From an optimization exercise on the open Yosys and OpenROAD flow, aimed at small area, a short achievable clock period and few clock cycles; shortcuts taken in it are not production practice.
Only simulation tests tie the RTL to the original design; equivalence was not proved.
No activity file was given, so power comes from the tool's default toggle rates.

Setup of run 1:
==> flow/design.v <==
module data_mem_cas #(
  parameter int DATA_W         = 32,
  parameter int DEPTH          = 32,
  parameter int ADDR_W         = 5,
  parameter int CLEAR_ON_RESET = 1
) (
  input  logic                  clk,
  input  logic                  rst_n,
  input  logic                  rd_en,
  input  logic [ADDR_W-1:0]     rd_addr,
  output logic [DATA_W-1:0]     rd_data,
  output logic                  rd_valid,
  input  logic                  wr_en,
  input  logic [ADDR_W-1:0]     wr_addr,
  input  logic [DATA_W/8-1:0]   wr_be,
  input  logic [DATA_W-1:0]     wr_data,
  input  logic                  cas_en,
  input  logic [ADDR_W-1:0]     cas_addr,
  output logic                  cas_done,
  output logic                  cas_swapped,
  output logic                  cas_err,
  output logic                  busy
);
  localparam int NBYTES = DATA_W / 8;
  localparam int HALF   = DEPTH / 2;
  localparam int HW     = ADDR_W - 1;
  logic              clr_reg;         
  logic [DATA_W-1:0] rd_data_reg;
  logic              rd_valid_reg;
  logic              cas_done_reg;
  logic              cas_err_reg;
  logic              p_cas;           
  logic              p_a0;            
  logic [NBYTES-1:0] p_we_e, p_we_o;  
  logic [HW-1:0]     p_ie, p_io;      
  logic [DATA_W-1:0] p_lo, p_hi;      
  logic [DATA_W-1:0] mem_e [HALF];    
  logic [DATA_W-1:0] mem_o [HALF];    
  logic              cas_acc, rd_acc, wr_acc, cas_legal, swap;
  logic [HW-1:0]     sel_e, sel_o;
  logic [NBYTES-1:0] en_e, en_o;
  logic [HALF-1:0]   oh_e, oh_o;
  logic              gt;
  logic [DATA_W-1:0] out_e, out_o, fwd_e, fwd_o, bus_e, bus_o, wb_e, wb_o, rd_word, rd_merged;
  assign cas_acc   = !clr_reg && cas_en;
  assign rd_acc    = !clr_reg && rd_en && !cas_en;
  assign wr_acc    = !clr_reg && wr_en && !cas_en;
  assign cas_legal = (cas_addr != ADDR_W'(DEPTH - 1));
  cmp_gt #(.W(DATA_W)) u_cmp (.a(p_lo), .b(p_hi), .gt(gt));
  assign swap  = p_cas && gt;
  assign bus_e = p_a0 ? p_lo : p_hi;
  assign bus_o = p_a0 ? p_hi : p_lo;
  assign wb_e  = clr_reg ? '0 : bus_e;
  assign wb_o  = clr_reg ? '0 : bus_o;
  assign en_e  = p_we_e | {NBYTES{swap}};
  assign en_o  = p_we_o | {NBYTES{swap}};
  always_ff @(posedge clk) begin
    for (int k = 0; k < HALF; k++) begin
      for (int b = 0; b < NBYTES; b++) begin
        if (clr_reg || (en_e[b] && p_ie == HW'(k)))
          mem_e[k][b*8 +: 8] <= wb_e[b*8 +: 8];
        if (clr_reg || (en_o[b] && p_io == HW'(k)))
          mem_o[k][b*8 +: 8] <= wb_o[b*8 +: 8];
      end
    end
  end
  assign sel_e = cas_en ? (cas_addr[ADDR_W-1:1] + HW'(cas_addr[0])) : rd_addr[ADDR_W-1:1];
  assign sel_o = cas_en ? cas_addr[ADDR_W-1:1] : rd_addr[ADDR_W-1:1];
  always_comb begin
    for (int k = 0; k < HALF; k++) begin
      oh_e[k] = cas_en ? ((cas_addr[ADDR_W-1:1] == HW'(k)) && !cas_addr[0]) ||
                         ((cas_addr[ADDR_W-1:1] == HW'(k-1)) && cas_addr[0] && k != 0)
                       : (rd_addr[ADDR_W-1:1] == HW'(k));
      oh_o[k] = cas_en ? (cas_addr[ADDR_W-1:1] == HW'(k)) : (rd_addr[ADDR_W-1:1] == HW'(k));
    end
    out_e = '0;
    out_o = '0;
    for (int k = 0; k < HALF; k++) begin
      out_e = out_e | (mem_e[k] & {DATA_W{oh_e[k]}});
      out_o = out_o | (mem_o[k] & {DATA_W{oh_o[k]}});
    end
  end
  generate
    for (genvar gi = 0; gi < NBYTES; gi++) begin : g_byte
      assign fwd_e[gi*8 +: 8] = (en_e[gi] && oh_e[p_ie]) ? bus_e[gi*8 +: 8] : out_e[gi*8 +: 8];
      assign fwd_o[gi*8 +: 8] = (en_o[gi] && oh_o[p_io]) ? bus_o[gi*8 +: 8] : out_o[gi*8 +: 8];
      assign rd_merged[gi*8 +: 8] = (wr_en && wr_addr == rd_addr && wr_be[gi])
                                    ? wr_data[gi*8 +: 8] : rd_word[gi*8 +: 8];
    end
  endgenerate
  assign rd_word = rd_addr[0] ? fwd_o : fwd_e;
  always_ff @(posedge clk or negedge rst_n) begin
    if (!rst_n) begin
      clr_reg      <= 1'b1;
      rd_data_reg  <= '0;
      rd_valid_reg <= 1'b0;
      cas_done_reg <= 1'b0;
      cas_err_reg  <= 1'b0;
      p_cas        <= 1'b0;
      p_we_e       <= '0;
      p_we_o       <= '0;
    end else begin
      clr_reg      <= 1'b0;
      rd_valid_reg <= rd_acc;
      cas_done_reg <= cas_acc;
      cas_err_reg  <= cas_acc && !cas_legal;
      p_cas        <= cas_acc && cas_legal;
      p_we_e       <= (wr_acc && !wr_addr[0]) ? wr_be : '0;
      p_we_o       <= (wr_acc &&  wr_addr[0]) ? wr_be : '0;
      if (rd_acc) rd_data_reg <= rd_merged;
    end
  end
  always_ff @(posedge clk) begin
    if (cas_en) begin
      p_a0 <= cas_addr[0];
      p_ie <= sel_e;
      p_io <= sel_o;
      p_lo <= cas_addr[0] ? fwd_o : fwd_e;
      p_hi <= cas_addr[0] ? fwd_e : fwd_o;
    end else begin
      p_a0 <= 1'b0;
      p_ie <= wr_addr[ADDR_W-1:1];
      p_io <= wr_addr[ADDR_W-1:1];
      p_lo <= wr_data;
      p_hi <= wr_data;
    end
  end
  assign rd_data     = rd_data_reg;
  assign rd_valid    = rd_valid_reg;
  assign cas_done    = cas_done_reg;
  assign cas_swapped = swap;
  assign cas_err     = cas_err_reg;
  assign busy        = clr_reg;
endmodule
module cmp_gt #(
  parameter int W = 32
) (
  input  logic [W-1:0] a,
  input  logic [W-1:0] b,
  output logic         gt
);
  localparam int L = 5;   
  logic [W-1:0] g [L+1];
  logic [W-1:0] l [L+1];
  always_comb begin
    for (int j = 0; j <= L; j++) begin
      g[j] = '0;
      l[j] = '0;
    end
    g[0] = a & ~b;
    l[0] = ~a & b;
    for (int j = 1; j <= L; j++) begin
      for (int i = 0; i < (W >> j); i++) begin
        g[j][i] = g[j-1][2*i+1] | (!l[j-1][2*i+1] && g[j-1][2*i]);
        l[j][i] = l[j-1][2*i+1] | (!g[j-1][2*i+1] && l[j-1][2*i]);
      end
    end
    gt = g[L][0];
  end
endmodule
Settings: LEC_CHECK=0, CAP_MARGIN=20, CORE_MARGIN=2, CORE_UTILIZATION=75, CTS_CLUSTER_DIAMETER=60, CTS_CLUSTER_SIZE=30, SETUP_SLACK_MARGIN=1.2, SLEW_MARGIN=20, TNS_END_PERCENT=0; clock period 5.0 ns.
run.sh (not shown) runs the stock make flow with config.mk's settings and CLKGATE_MAP_FILE= SYNTH_SCRIPT=/design/flow/synth_recipe.tcl, a recipe that flattens the netlist after the stock synthesis.
Testbench counts of run 1, summed over its fixed seeds: cycles 4,488.
Modified inputs, run 2 compared to run 1
# run 1
export LEC_CHECK = 0
export CAP_MARGIN = 20
export CORE_MARGIN = 2
export CORE_UTILIZATION = 75
export CTS_CLUSTER_DIAMETER = 60
export CTS_CLUSTER_SIZE = 30
export SETUP_SLACK_MARGIN = 1.2
export SLEW_MARGIN = 20
export TNS_END_PERCENT = 0
create_clock -name core_clock -period 5.0 [get_ports {clk}]
# run 2
export LEC_CHECK = 0
export CAP_MARGIN = 20
export CORE_MARGIN = 2
export CORE_UTILIZATION = 40
export CTS_CLUSTER_DIAMETER = 60
export CTS_CLUSTER_SIZE = 30
export SETUP_SLACK_MARGIN = 1.2
export SLEW_MARGIN = 20
export TNS_END_PERCENT = 0
create_clock -name core_clock -period 5.0 [get_ports {clk}]
==> comparison <==
When run 2 is set beside run 1, its fraction of power consumed by the clock network turns out to be 4.7 points larger. Diff run 2 and run 1: area of the die lower in run 1. Internal power in run 2 is 6.1% higher than in run 1. [run 2] setup fix buffers added after clock tree synthesis rose 5 relative to run 1. Run 1 -> run 2: max-cap check violation count delta 0, exact match. Run 2 has detailed-route wire length on metal 1 above what run 1 had. Run 2: total power is 1.5 mW higher than what run 1 reported. Run 2: critical path required time is 1.52 ns higher than what run 1 reported.
What run 3 does differently from run 2 at the input level:
# run 2
export LEC_CHECK = 0
export CAP_MARGIN = 20
export CORE_MARGIN = 2
export CORE_UTILIZATION = 40
export CTS_CLUSTER_DIAMETER = 60
export CTS_CLUSTER_SIZE = 30
export SETUP_SLACK_MARGIN = 1.2
export SLEW_MARGIN = 20
export TNS_END_PERCENT = 0
create_clock -name core_clock -period 5.0 [get_ports {clk}]
# run 3
export LEC_CHECK = 0
export CAP_MARGIN = 20
export CORE_MARGIN = 2
export CORE_UTILIZATION = 75
export CTS_CLUSTER_DIAMETER = 60
export CTS_CLUSTER_SIZE = 30
export SETUP_SLACK_MARGIN = 1.2
export SLEW_MARGIN = 20
export TNS_END_PERCENT = 0
create_clock -name core_clock -period 5.0 [get_ports {clk}]
==> flow/flow/run.sh (new file) <==
#!/bin/bash
set -euo pipefail
bash standard.sh synth > synth.log 2>&1
bash standard.sh MATCH_CELL_FOOTPRINT=0 'BUFFER_PORTS_ARGS=-buffer_cell sky130_fd_sc_hd__buf_4' \
  finish > layout.log 2>&1
==> flow/standard.sh (new file) <==
#!/bin/bash
# synth_recipe.tcl (not shown) runs the flow's synth.tcl, then flattens the netlist and writes it again
# the make line also repeats each setting of config.mk as NAME=value (left out here)
make -C /OpenROAD-flow-scripts/flow DESIGN_CONFIG=/design/flow/config.mk WORK_HOME=/design/flow/orfs CLKGATE_MAP_FILE= SYNTH_SCRIPT=/design/flow/synth_recipe.tcl "${@:-finish}"
removed: flow/run.sh
Notes after the runs:
- Critical path depth is lower on run 3
- Per the comparison of run 3 with run 2, clock edge transition at the registers on the reported setup and hold paths roughly the same; portion of the layout cell area used by non-clock buffers now sits lower; global-route wire length before repair saw a decrease; met2 routed wirelength now sits lower.
- Run 3 ends up with higher share of the core filled with cells in the final layout than run 2 does.
- The mux cell area share after synthesis was comparable across run 2 and run 3.
- On switching part of the total: run 3 sits below run 2.
- The largest fanout on the critical path in run 3 was lower than what run 2 gave.

==> separate check: timing with driven ports <==
The results above use ideal ports. As a check the final layouts listed here were re-extracted and re-timed, cells and wires unchanged. Step 1, drivers: a clkbuf_16 drives clk and a buf_2 each remaining input, both assumed. Step 2 moves the port delays by t, midway between the first and last clock arrival at a register: inputs arrive t later, outputs are due t later. That takes back most of the time a late clock gives input paths. Three values: ideal ports, drivers, drivers and shift; two values: the first two.
run | t, ns | setup WS [ns] | worst slew at a driven data input, ns
run 1 | 0.724 | 1.140 / 1.072 / 0.463 | 0.09
run 2 | 0.738 | 1.083 / 1.059 / 0.321 | 0.11
run 3 | 0.721 | 1.187 / 1.121 / 0.632 | 0.13
After both steps every run listed still meets setup and hold. The setup slack of run 2, which loses most, moves by -0.024 ns with the drivers and by -0.762 ns with both steps.
